Background: an optimization exercise with open tools, aiming at small area, a short achievable clock period and few clock cycles. Do not read the settings as production practice.
Only simulation tests tie the RTL to the original design; equivalence was not proved.
Power figures rest on the tool's default switching activity, not on a simulated workload.

== oak ==
==> flow/design.v (excerpt) <==
module rv_core #(
    parameter logic [rv_pkg::addr_w-1:0] reset_pc = '0
) (
    input  logic                      clk,
    input  logic                      rst_n,
    output logic [rv_pkg::addr_w-1:0] icache_addr,
    input  logic [31:0]               icache_rdata,
    input  logic                      icache_stall,
    output logic                      dcache_ren,
    output logic                      dcache_wen,
    output logic [rv_pkg::addr_w-1:0] dcache_addr,
    output logic [31:0]               dcache_wdata,
    input  logic [31:0]               dcache_rdata,
    input  logic                      dcache_stall
);
    logic [29:0] pc;
    logic        d_v;
    logic [31:0] d_ins;
    logic        e_v, e_wr, e_ld, e_st;
    logic [4:0]  e_rd;
    logic [31:0] e_a, e_bx, e_sd;
    logic        e_fsd;
    logic [3:0]  e_sr1;     
    logic [3:0]  e_sl1;     
    logic [7:0]  e_sh4;     
    logic        c_add, c_sub, c_slt, c_t01, c_t10, c_t11, c_sll, c_sr, c_sra;
    logic        m_wr, m_ld, m_st;
    logic [4:0]  m_rd;
    logic [31:0] m_alu, m_sd;
    logic        replay, lu;
    logic [31:0] m_res, ld_data;
    assign icache_addr = pc;
    logic [31:0] f_ins;
    assign f_ins = {icache_rdata[7:0], icache_rdata[15:8],
                    icache_rdata[23:16], icache_rdata[31:24]};
    assign replay      = (m_ld | m_st) & dcache_stall;
    logic       r_rep;
    logic [2:0] r_cnt;
    logic       adv;
    assign adv = !lu && !icache_stall;
    logic [3:0]  pc_lo;
    logic [26:0] pc_hi_m1;
    logic [29:0] pc_dec;
    assign pc_lo    = {1'b0, pc[2:0]} - {1'b0, r_cnt};
    assign pc_hi_m1 = pc[29:3] - 27'd1;
    assign pc_dec   = {pc_lo[3] ? pc_hi_m1 : pc[29:3], pc_lo[2:0]};
    always_ff @(posedge clk or negedge rst_n) begin
        if (!rst_n) begin
            pc    <= reset_pc;
            d_v   <= 1'b0;
            r_rep <= 1'b0;
        end else begin
            r_rep <= replay;
            if (r_rep)    pc <= pc_dec;
            else if (adv) pc <= pc + 30'd1;
            if (replay || r_rep) d_v <= 1'b0;
            else if (!lu)        d_v <= !icache_stall;
        end
    end
    always_ff @(posedge clk) begin
        r_cnt <= 3'd1 + {2'd0, d_v} + {2'd0, e_v} + {2'd0, adv};
    end
    always_ff @(posedge clk) begin
        if (!lu) begin
  ...
==> flow/config.mk <==
export PLATFORM = sky130hd
export DESIGN_NAME = rv_core
export DESIGN_NICKNAME = rv_core
export VERILOG_FILES = /design/flow/design.v
export SDC_FILE = /design/flow/constraint.sdc
export NUM_CORES = 8
export LEC_CHECK = 0
export CAP_MARGIN = 20
export CORE_MARGIN = 2
export CORE_UTILIZATION = 60
export CTS_CLUSTER_DIAMETER = 100
export CTS_CLUSTER_SIZE = 25
export PLACE_DENSITY = 0.7
export SETUP_SLACK_MARGIN = 4.5
export SLEW_MARGIN = 20
==> flow/constraint.sdc <==
create_clock -name core_clock -period 7.5 [get_ports {clk}]
set_input_delay 1.5000 -clock core_clock [delete_from_list [all_inputs] [get_ports {clk}]]
set_output_delay 1.5000 -clock core_clock [all_outputs]
set_load 0.01 [all_outputs]
run.sh (not shown) runs the stock make flow with config.mk's settings and CLKGATE_MAP_FILE= SYNTH_SCRIPT=/design/flow/synth_recipe.tcl, a recipe that flattens the netlist after the stock synthesis.
oak closes out successfully: all stages finished, all timing, DRC and antenna checks passed.
Testbench counts of oak, summed over its fixed seeds: cycles 14,420.
[inputs] pine vs oak
Settings: PLACE_DENSITY now 0.6, was 0.7; CORE_UTILIZATION now 50, was 60.
==> flow/flow/run.sh (new file) <==
#!/bin/bash
# standard layout, with the port buffers and timing repair free to pick any
# buffer and drive strength (not only the same cell footprint)
set -euo pipefail
bash standard.sh MATCH_CELL_FOOTPRINT=0 "BUFFER_PORTS_ARGS=-buffer_cell sky130_fd_sc_hd__buf_4" finish > make_finish.log 2>&1
==> flow/standard.sh (new file) <==
#!/bin/bash
# synth_recipe.tcl (not shown) runs the flow's synth.tcl, then flattens the netlist and writes it again
# the make line also repeats each setting of config.mk as NAME=value (left out here)
make -C /OpenROAD-flow-scripts/flow DESIGN_CONFIG=/design/flow/config.mk WORK_HOME=/design/flow/orfs CLKGATE_MAP_FILE= SYNTH_SCRIPT=/design/flow/synth_recipe.tcl "${@:-finish}"
removed: flow/run.sh
### Flow results
pine closes out successfully: all stages finished, all timing, DRC and antenna checks passed.
Final-layout non-clock buffer area share down 1.2 points in pine wrt oak
| vias after detailed routing | pine vs oak | better |
Of oak and pine, the run reporting the higher cell area power density was pine.
The lower switching power of oak and pine is in oak.
Summary: with oak as the reference, total power in pine moved up slightly.
When the final numbers for oak and pine were put side by side, the relative slew slack turned out to be smaller in oak.

* * *

Another version of the RTL of rv_core (not shown whole).
Size: about 4400 cells after synthesis, roughly 1400 flip-flops, roughly 160 I/O pins, ~60000 µm² of cells after synthesis.
clock: 7.5 ns
lec_check: 0
cap_margin: 20
core_margin: 2
core_utilization: 50
cts_cluster_diameter: 80
cts_cluster_size: 20
place_density: 0.6
setup_slack_margin: 4.7
slew_margin: 20
standard.sh (not shown) runs the stock make flow with config.mk's settings and CLKGATE_MAP_FILE= SYNTH_SCRIPT=/design/flow/synth_recipe.tcl, a recipe that flattens the netlist after the stock synthesis.
==> flow/flow/run.sh <==
#!/bin/bash
# standard layout, with the port buffers and timing repair free to pick any
# buffer and drive strength (not only the same cell footprint)
set -euo pipefail
bash standard.sh MATCH_CELL_FOOTPRINT=0 "BUFFER_PORTS_ARGS=-buffer_cell sky130_fd_sc_hd__buf_2" finish > make_finish.log 2>&1
Testbench counts at the start, summed over its fixed seeds: cycles 14,420.
Next try:
CTS_CLUSTER_DIAMETER = 100   (was 80)
CTS_CLUSTER_SIZE = 25   (was 20)
TNS_END_PERCENT = 0   (was unset)
What happened: Core utilization came out lower by 2.0 points; clock skew goes up by 0.018 ns; design area fell by 3.5%.

* * *

Another version of the RTL of rv_core (not shown whole).
Size in the first run: roughly 4700 cells after synthesis, ~160 I/O pins, roughly 60000 µm² of cells after synthesis.
Design rv_core, start of the top module:
module rv_core #(
    parameter logic [rv_pkg::addr_w-1:0] reset_pc = '0
) (
    input  logic                      clk,
    input  logic                      rst_n,
    output logic [rv_pkg::addr_w-1:0] icache_addr,
    input  logic [31:0]               icache_rdata,
    input  logic                      icache_stall,
    output logic                      dcache_ren,
    output logic                      dcache_wen,
    output logic [rv_pkg::addr_w-1:0] dcache_addr,
    output logic [31:0]               dcache_wdata,
    input  logic [31:0]               dcache_rdata,
    input  logic                      dcache_stall
);
clock: 7.5 ns
lec_check: 0
cap_margin: 20
core_margin: 2
core_utilization: 55
cts_cluster_diameter: 100
cts_cluster_size: 25
place_density: 0.65
setup_slack_margin: 4.5
slew_margin: 20
Scripts as last shown in full above: flow/flow/run.sh
Testbench counts at the start, summed over its fixed seeds: cycles 14,420.
Edit:
CORE_UTILIZATION = 50   (was 55)
PLACE_DENSITY = 0.6   (was 0.65)
After rerunning: The new run finished with timing, DRC and antenna clean; sequential power hardly moves; clock skew hardly moves; worst setup slack gains 22 ps; worst hold slack loses 5.3 ps; sequential share of layout area came out lower by 0.29 points; cell area came out higher by 0.37%; maximum frequency came out higher by about 0.7%; global-route usage came out lower by 3.5 points; synthesized cell count is unchanged; first-iteration DRC count came out lower by 6.7%.
Edit:
SETUP_SLACK_MARGIN = 4.7   (was 4.5)
The new run finished clean.
Non-clock buffer count rises by 73.
Hold slack got worse by 3.9 ps.
Count of clock-buffer cells in the layout came out higher by 3.
Via count is about the same.
Design area is higher slightly.

* * *

run 1:
Another version of the RTL of rv_core (not shown whole).
Size in the first run: roughly 4600 cells after synthesis, about 1400 flip-flops, roughly 160 I/O pins, roughly 0.060 sq mm of cells after synthesis.
==> flow/design.v (excerpt) <==
module rv_core #(
    parameter logic [rv_pkg::addr_w-1:0] reset_pc = '0
) (
    input  logic                      clk,
    input  logic                      rst_n,
    output logic [rv_pkg::addr_w-1:0] icache_addr,
    input  logic [31:0]               icache_rdata,
    input  logic                      icache_stall,
    output logic                      dcache_ren,
    output logic                      dcache_wen,
    output logic [rv_pkg::addr_w-1:0] dcache_addr,
    output logic [31:0]               dcache_wdata,
    input  logic [31:0]               dcache_rdata,
    input  logic                      dcache_stall
);
Settings: LEC_CHECK=0, CAP_MARGIN=20, CORE_MARGIN=2, CORE_UTILIZATION=50, CTS_CLUSTER_DIAMETER=100, CTS_CLUSTER_SIZE=25, PLACE_DENSITY=0.6, SETUP_SLACK_MARGIN=4.5, SLEW_MARGIN=20, TNS_END_PERCENT=0; clock period 7.5 ns.
Scripts as last shown in full above: flow/flow/run.sh
Run 1 completed end to end with timing, DRC and antenna clean.
Testbench counts of run 1, summed over its fixed seeds: cycles 14,420.
Modified inputs, run 2 compared to run 1
- TNS_END_PERCENT removed (was 0)
Findings:
Multi-input logic portion of the cell area: run 1 vs run 2 — no meaningful difference
Changes observed in run 2 relative to run 1: setup fix buffers added after clock tree synthesis moved up; worst voltage drop across the vdd grid down 2.3%; worst setup margin now sits higher.
Edits applied to the flow inputs when going from run 2 to run 3:
- a change of SETUP_SLACK_MARGIN from 4.5 to 4.9
[summary]
Run 3 ended up with u_regfile.sa[18] as its start point of the critical path; run 2 ended up with u_regfile.sa[27].
Looking only at clock latency of the later-clocked register in the worst-skew pair, and setting everything else aside, the lower value of run 3 and run 2 goes to run 2.
Number of multi-input combinational cells in the layout of run 3 is on par with run 2.
Summary of run 3 over run 2: summed area of non-filler cells in the final layout increased by 4.7% relative to the old numbers, register fraction of the total cell area decreased by 2.5 points relative to the old numbers, met1 usage increased by 1.5 points relative to the old numbers.
Looking at cell count, run 3 sits 163 above run 2.
For run 4, these inputs were changed with respect to run 3:
- SETUP_SLACK_MARGIN changed from 4.9 to 4.6
==> summary.txt <==
Overall die height: run 3 vs run 4 identical. Relative to run 3, post-CTS setup buffer count decreased by 55% in run 4. Compared with run 3, in run 4 routed length per instance shows an increase of 0.24 um, number of global-route vias before repair lost 820, worst-case setup margin in the final layout increased 0.085 ns, final net count -137.

## port drivers added, routing unchanged
Ports are ideal in the flow. The routed layouts listed here were re-timed in OpenROAD. Step 1 (the two cells are an assumption about what drives the block):
set clk [get_ports {clk}]
set_driving_cell -lib_cell sky130_fd_sc_hd__clkbuf_16 $clk
set_driving_cell -lib_cell sky130_fd_sc_hd__buf_2 [delete_from_list [all_inputs] $clk]
Step 2 also shifts input and output timing later by t, the mid clock arrival at the registers, as if the neighbouring blocks saw the same clock. Three values: no drivers, after step 1, after step 2; two values: the first two.
run	t, ns	slack for setup (ns)	worst slew at a driven data input, ns	cell pins on the clock port's net
oak	0.820	4.343 / 4.343 / 3.619	0.07	1
pine	0.772	4.260 / 4.260 / 3.697	0.07	1
the first run of note 2	0.792	4.538 / 4.521 / 3.885	0.08	1
the second run of note 2	0.774	4.433 / 4.433 / 3.983	0.07	1
the first run of note 3	0.838	4.340 / 4.340 / 3.678	0.08	1
the second run of note 3	0.777	4.362 / 4.362 / 3.708	0.08	1
the third run of note 3	0.761	4.487 / 4.487 / 3.918	0.08	1
run 1	0.762	4.115 / 4.115 / 3.706	0.07	1
run 2	0.773	4.297 / 4.297 / 3.795	0.10	1
run 3	0.788	4.298 / 4.298 / 4.149	0.08	1
run 4	0.757	4.383 / 4.383 / 3.934	0.08	1
After both steps every run listed still meets setup and hold. The setup slack of oak, which loses most, moves by 0.000 ns with the drivers and by -0.724 ns with both steps.
